What follows belongs to an exercise in optimizing a design on an open flow for small area, a short achievable clock period and few clock cycles; a production flow would make more cautious choices.
At most, simulation tests tie the RTL to the original design; equivalence was not proved.
Power is estimated from default activity; no workload was simulated.

Design source_text_tokenizer_top, start of the top module:
module source_text_tokenizer_top (
  input  logic        clk_i,
  input  logic        rst_ni,
  input  logic        in_valid,
  output logic        in_ready,
  input  logic [7:0]  in_text_byte,
  input  logic        in_end_of_text,
  output logic        out_valid,
  input  logic        out_ready,
  output logic [5:0]  out_kind,
  output logic [23:0] out_start_offset,
  output logic [15:0] out_token_length,
  output logic [15:0] out_token_line,
  output logic [15:0] out_token_col,
  output logic [7:0]  out_string_byte,
  output logic        out_last
);
==> flow/config.mk <==
export PLATFORM = sky130hd
export DESIGN_NAME = source_text_tokenizer_top
export DESIGN_NICKNAME = source_text_tokenizer_top
export VERILOG_FILES = /design/flow/design.v
export SDC_FILE = /design/flow/constraint.sdc
export NUM_CORES = 4
export LEC_CHECK = 0
export CAP_MARGIN = 20
export CORE_MARGIN = 2
export CORE_UTILIZATION = 60
export GPL_ROUTABILITY_DRIVEN = 0
export PLACE_DENSITY = 0.7
export SLEW_MARGIN = 20
==> flow/constraint.sdc <==
create_clock -name core_clock -period 9.0 [get_ports {clk_i}]
set_input_delay 1.8000 -clock core_clock [delete_from_list [all_inputs] [get_ports {clk_i}]]
set_output_delay 1.8000 -clock core_clock [all_outputs]
set_load 0.01 [all_outputs]
standard.sh (not shown) runs the stock make flow with config.mk's settings and CLKGATE_MAP_FILE= SYNTH_SCRIPT=/design/flow/synth_recipe.tcl, a recipe that flattens the netlist after the stock synthesis.
==> flow/flow/run.sh <==
#!/bin/bash
set -euo pipefail
export BUFFER_PORTS_ARGS="-buffer_cell sky130_fd_sc_hd__buf_1"
export CTS_ARGS="-sink_clustering_enable -repair_clock_nets -dont_use_dummy_load -buf_list sky130_fd_sc_hd__clkbuf_8 -sink_buffer_max_cap_derate 0.6"
export SETUP_SLACK_MARGIN=5.5
bash standard.sh > standard_flow.log 2>&1
The first run ran to the end with no violations.
Testbench counts at the start, summed over its fixed seeds: cycles 24,327.
Next try:
==> flow/flow/run.sh (replaced) <==
#!/bin/bash
set -euo pipefail
export BUFFER_PORTS_ARGS="-buffer_cell sky130_fd_sc_hd__buf_1"
export CTS_ARGS="-sink_clustering_enable -repair_clock_nets -dont_use_dummy_load -buf_list sky130_fd_sc_hd__clkbuf_16"
export SETUP_SLACK_MARGIN=5.5
bash standard.sh > standard_flow.log 2>&1
Settings changed: GPL_ROUTABILITY_DRIVEN 0 to not set.
The changed run passed the timing, design-rule and antenna checks.
Sequential power hardly moves.
Die area is unchanged.
Clock skew falls by 0.020 ns.
Setup slack improved by 0.034 ns.
Power rises by 8.1%.
Cell count rises by about 0.9%.
Hold slack got worse by 0.0074 ns.
Register-to-register slack improved by 0.05 ns.
Next try:
==> flow/flow/run.sh (replaced) <==
#!/bin/bash
set -euo pipefail
export BUFFER_PORTS_ARGS="-buffer_cell sky130_fd_sc_hd__buf_1"
export CTS_ARGS="-sink_clustering_enable -repair_clock_nets -dont_use_dummy_load -root_buf sky130_fd_sc_hd__clkbuf_16 -buf_list sky130_fd_sc_hd__clkbuf_8 -sink_clustering_size 12"
export SETUP_SLACK_MARGIN=5.5
bash standard.sh > standard_flow.log 2>&1
The changed run finished with timing, DRC and antenna clean. Via count went down by 0.58%. Setup slack got worse by 0.022 ns. Wire length went down by 0.97%. Cell area went down by 1.3%. Non-clock buffer count went up by 2. Global-route usage went down by 0.25 points. Utilization went down by 0.92 points. Count of clock-buffer cells in the layout stays the same. Power went down by 6.0%. Sequential share of layout area went up by 0.56 points. Fmax went down by 0.63%.
Next try:
==> flow/flow/run.sh (replaced) <==
#!/bin/bash
set -euo pipefail
export BUFFER_PORTS_ARGS="-buffer_cell sky130_fd_sc_hd__buf_1"
export CTS_ARGS="-sink_clustering_enable -repair_clock_nets -dont_use_dummy_load -buf_list sky130_fd_sc_hd__clkbuf_8 -sink_buffer_max_cap_derate 0.6"
export SETUP_SLACK_MARGIN=5.65
bash standard.sh > standard_flow.log 2>&1
What happened:
- The changed run finished clean
- via count increases by 2.2%
- global-route usage is about the same
- total power increases by 1.7%
- hold slack gets better by 0.0071 ns
- combinational power increases by 7.2%
- clock-buffer cell count does not change
- design area increases by 1.9%
Next try:
--- a/flow/flow/run.sh
+++ b/flow/flow/run.sh
@@ -5 +5 @@
-export SETUP_SLACK_MARGIN=5.65
+export SETUP_SLACK_MARGIN=5.5
Clock power barely changes.
Final area came out lower by 2.2%.
Synthesized cell count does not change.
Clock-buffer cell count does not change.
Maximum frequency shrinks by 2.9%.
Next try:
--- a/flow/flow/run.sh
+++ b/flow/flow/run.sh
@@ -5 +5 @@
-export SETUP_SLACK_MARGIN=5.5
+export SETUP_SLACK_MARGIN=5.25
The changed run completed with no timing, DRC or antenna violations.
Sequential power hardly moves.
Non-clock buffer count decreases by 16.
Clock skew climbs by 0.0050 ns.
Final area is lower slightly.

========
== 04-15 ==
Another version of the RTL of source_text_tokenizer_top (not shown whole).
Size in the first run: ~1400 cells after synthesis, roughly 210 flip-flops, ~100 I/O pins, roughly 0.013 mm² of cells after synthesis.
clock: 9.0 ns
lec_check: 0
cap_margin: 20
core_margin: 2
core_utilization: 60
place_density: 0.7
slew_margin: 20
==> flow/flow/run.sh <==
#!/bin/bash
set -euo pipefail
export BUFFER_PORTS_ARGS="-buffer_cell sky130_fd_sc_hd__buf_1"
export CTS_ARGS="-sink_clustering_enable -repair_clock_nets -dont_use_dummy_load -buf_list sky130_fd_sc_hd__clkbuf_8 -sink_buffer_max_cap_derate 0.6"
export SETUP_SLACK_MARGIN=5.5
bash standard.sh > standard_flow.log 2>&1
Looking at the reports, 04-15 completed the entire flow and the layout it produced met the timing, design-rule and antenna checks.
For 04-17, these inputs were changed with respect to 04-15:
Settings: a change of PLACE_DENSITY from 0.7 to 0.45; a change of CORE_UTILIZATION from 60 to 30; an added SETUP_SLACK_MARGIN of 5.
==> flow/run.sh (new file) <==
#!/bin/bash
# synth_recipe.tcl (not shown) runs the flow's synth.tcl, then flattens the netlist and writes it again
# the make line also repeats each setting of config.mk as NAME=value (left out here)
make -C /OpenROAD-flow-scripts/flow DESIGN_CONFIG=/design/flow/config.mk WORK_HOME=/design/flow/orfs CLKGATE_MAP_FILE= SYNTH_SCRIPT=/design/flow/synth_recipe.tcl finish
removed: flow/flow/run.sh
removed: flow/standard.sh
[summary]
Comparing 04-17 and 04-15, the higher sequential share of power is on 04-15.
Die size: 04-17 exceeds 04-15
04-17: wire length of the first global-routing pass is 6800 µm higher than what 04-15 reported.
04-17 ended up with the clock network as its group drawing the most power; 04-15 ended up with registers.
For 04-17, the start point of the critical path was u_core.len_q[3], unlike 04-15, where it was out_ready.
Combinational fraction of design power for 04-17: 1.1 points down relative to 04-15
Function was not checked in any run of this note: the RTL went through the layout flow alone.

========
Setup of v55:
source_text_tokenizer_top, a different RTL version from the one above (not shown whole).
Size in the first run: ~1300 cells after synthesis, roughly 200 flip-flops, about 100 I/O pins, roughly 0.012 mm^2 of cells after synthesis.
Settings: LEC_CHECK=0, CAP_MARGIN=20, CORE_MARGIN=2, CORE_UTILIZATION=60, PLACE_DENSITY=0.7, SETUP_SLACK_MARGIN=5, SLEW_MARGIN=20; clock period 9.0 ns.
==> flow/flow/run.sh <==
#!/bin/bash
set -euo pipefail
export BUFFER_PORTS_ARGS="-buffer_cell sky130_fd_sc_hd__buf_1"
export CTS_ARGS="-sink_clustering_enable -repair_clock_nets -dont_use_dummy_load -buf_list sky130_fd_sc_hd__clkbuf_8"
bash standard.sh > standard_flow.log 2>&1
v55 completed every stage of the flow, and the final layout passed the timing, design-rule and antenna checks.
Testbench counts of v55, summed over its fixed seeds: cycles 24,327.
Here is what was changed in the inputs of v58 compared with v55.
Settings: CORE_UTILIZATION: 60 -> 30; PLACE_DENSITY: 0.7 -> 0.45.
==> flow/flow/run.sh <==
#!/bin/bash
set -euo pipefail
export BUFFER_PORTS_ARGS="-buffer_cell sky130_fd_sc_hd__buf_1"
export RECOVER_POWER=100
bash standard.sh > standard_flow.log 2>&1
[summary]
Looking at the reports, v55 completed the entire flow and the layout it produced met the timing, design-rule and antenna checks. Finished, but not clean: v58, with capacitance limit, slew limit. When v58 is set beside v55, its routed wire length turns out to be 15% larger. Final cell utilization of the core: v58 and v55 compared, lower one is v58. Against v55 as the reference, v58 delivers a lower all-layer global routing usage. v58 vs v55 on overall die height: v58 is the higher one.
Changes in v20 relative to v58:
==> flow/flow/run.sh <==
#!/bin/bash
# The standard layout, with the port buffers made from the smallest buffer cell
set -euo pipefail
export BUFFER_PORTS_ARGS="-buffer_cell sky130_fd_sc_hd__buf_1"
bash standard.sh > standard_flow.log 2>&1
Findings:
Going from v58 to v20, endpoint arrival time on the critical path decreased by 1.91 ns relative to the old numbers, core utilization increased by 0.54 points relative to the old numbers.
Diff v58 -> v20: clock skew increased 0.0063 ns; combinational power rose by about 4.4%; fraction of the cycle the final worst path needs saw a decrease; routed wire length neither gained nor lost much.
Of v58 and v20, only v58 fails to finish with a clean layout.
v58 had finished all stages when the layout checks came back failing, citing capacitance limit, slew limit.
diff inputs: v20 => v16
Settings: a change of PLACE_DENSITY from 0.45 to 0.7; a change of CORE_UTILIZATION from 30 to 60.
==> flow/flow/run.sh <==
#!/bin/bash
set -euo pipefail
export BUFFER_PORTS_ARGS="-buffer_cell sky130_fd_sc_hd__buf_1"
export CTS_ARGS="-sink_clustering_enable -repair_clock_nets -dont_use_dummy_load -root_buf sky130_fd_sc_hd__clkbuf_16 -buf_list sky130_fd_sc_hd__clkbuf_8"
bash standard.sh > standard_flow.log 2>&1
Results
Worst hold slack: v16 vs v20 up 0.0075 ns
Compared v16 vs v20, and final period demand of the worst path is up in v16.
| wire length after detailed routing | lower: v16 |
Changes observed in v16 relative to v20: longest individual stage delay on the worst path grew by 0.05 ns, multi-input gate share of the layout cell area went up, final-report setup violation count was more or less identical, number of instances on the worst hold path did not really move, setup fix buffers added after clock tree synthesis grew by 6.
For v16, the beginning of the critical path was hb_q[0]$_DFFE_PP_, unlike v20, where it was hb_q[1]$_DFFE_PP_.
Sequential share of cell area (higher): v16

==> port drivers added, routing unchanged <==
No port has a modelled driver above. Below, the same layouts with a new extraction and two added sets of constraints.
Step 1 sets driving cells, clkbuf_16 on the clock port and buf_2 on the other inputs (assumed; they add their load-dependent delay and slew).
Step 2 moves the port delays by t, midway between the first and last clock arrival at a register: inputs arrive t later, outputs are due t later. That takes back most of the time a late clock gives input paths.
Slacks: ideal ports / drivers / drivers and shift; pairs: ideal ports / drivers.
run | t, ns | setup slack, ns | slew at the worst register clock pin (ns)
the first run of note 1 | 0.491 | 5.533 / 5.533 / 5.087 | 0.12 / 0.12
the second run of note 1 | 0.472 | 5.566 / 5.576 / 5.113 | 0.08 / 0.08
the third run of note 1 | 0.437 | 5.544 / 5.565 / 5.128 | 0.12 / 0.12
the fourth run of note 1 | 0.500 | 5.664 / 5.664 / 5.207 | 0.12 / 0.12
the fifth run of note 1 | 0.496 | 5.563 / 5.575 / 5.081 | 0.12 / 0.12
the sixth run of note 1 | 0.498 | 5.377 / 5.377 / 4.944 | 0.12 / 0.12
04-15 | 0.549 | 5.527 / 5.545 / 4.996 | 0.06 / 0.06
04-17 | 0.603 | 5.093 / 5.036 / 4.661 | 0.06 / 0.06
v55 | 0.503 | 5.131 / 5.131 / 4.728 | 0.12 / 0.12
v58 | 0.514 | 3.018 / 3.018 / 3.018 | 0.08 / 0.08
v20 | 0.514 | 5.166 / 5.166 / 4.728 | 0.08 / 0.08
v16 | 0.438 | 5.103 / 5.103 / 4.740 | 0.12 / 0.12
The setup slack of 04-15, which loses most, moves by +0.018 ns with the drivers and by -0.531 ns with both steps.
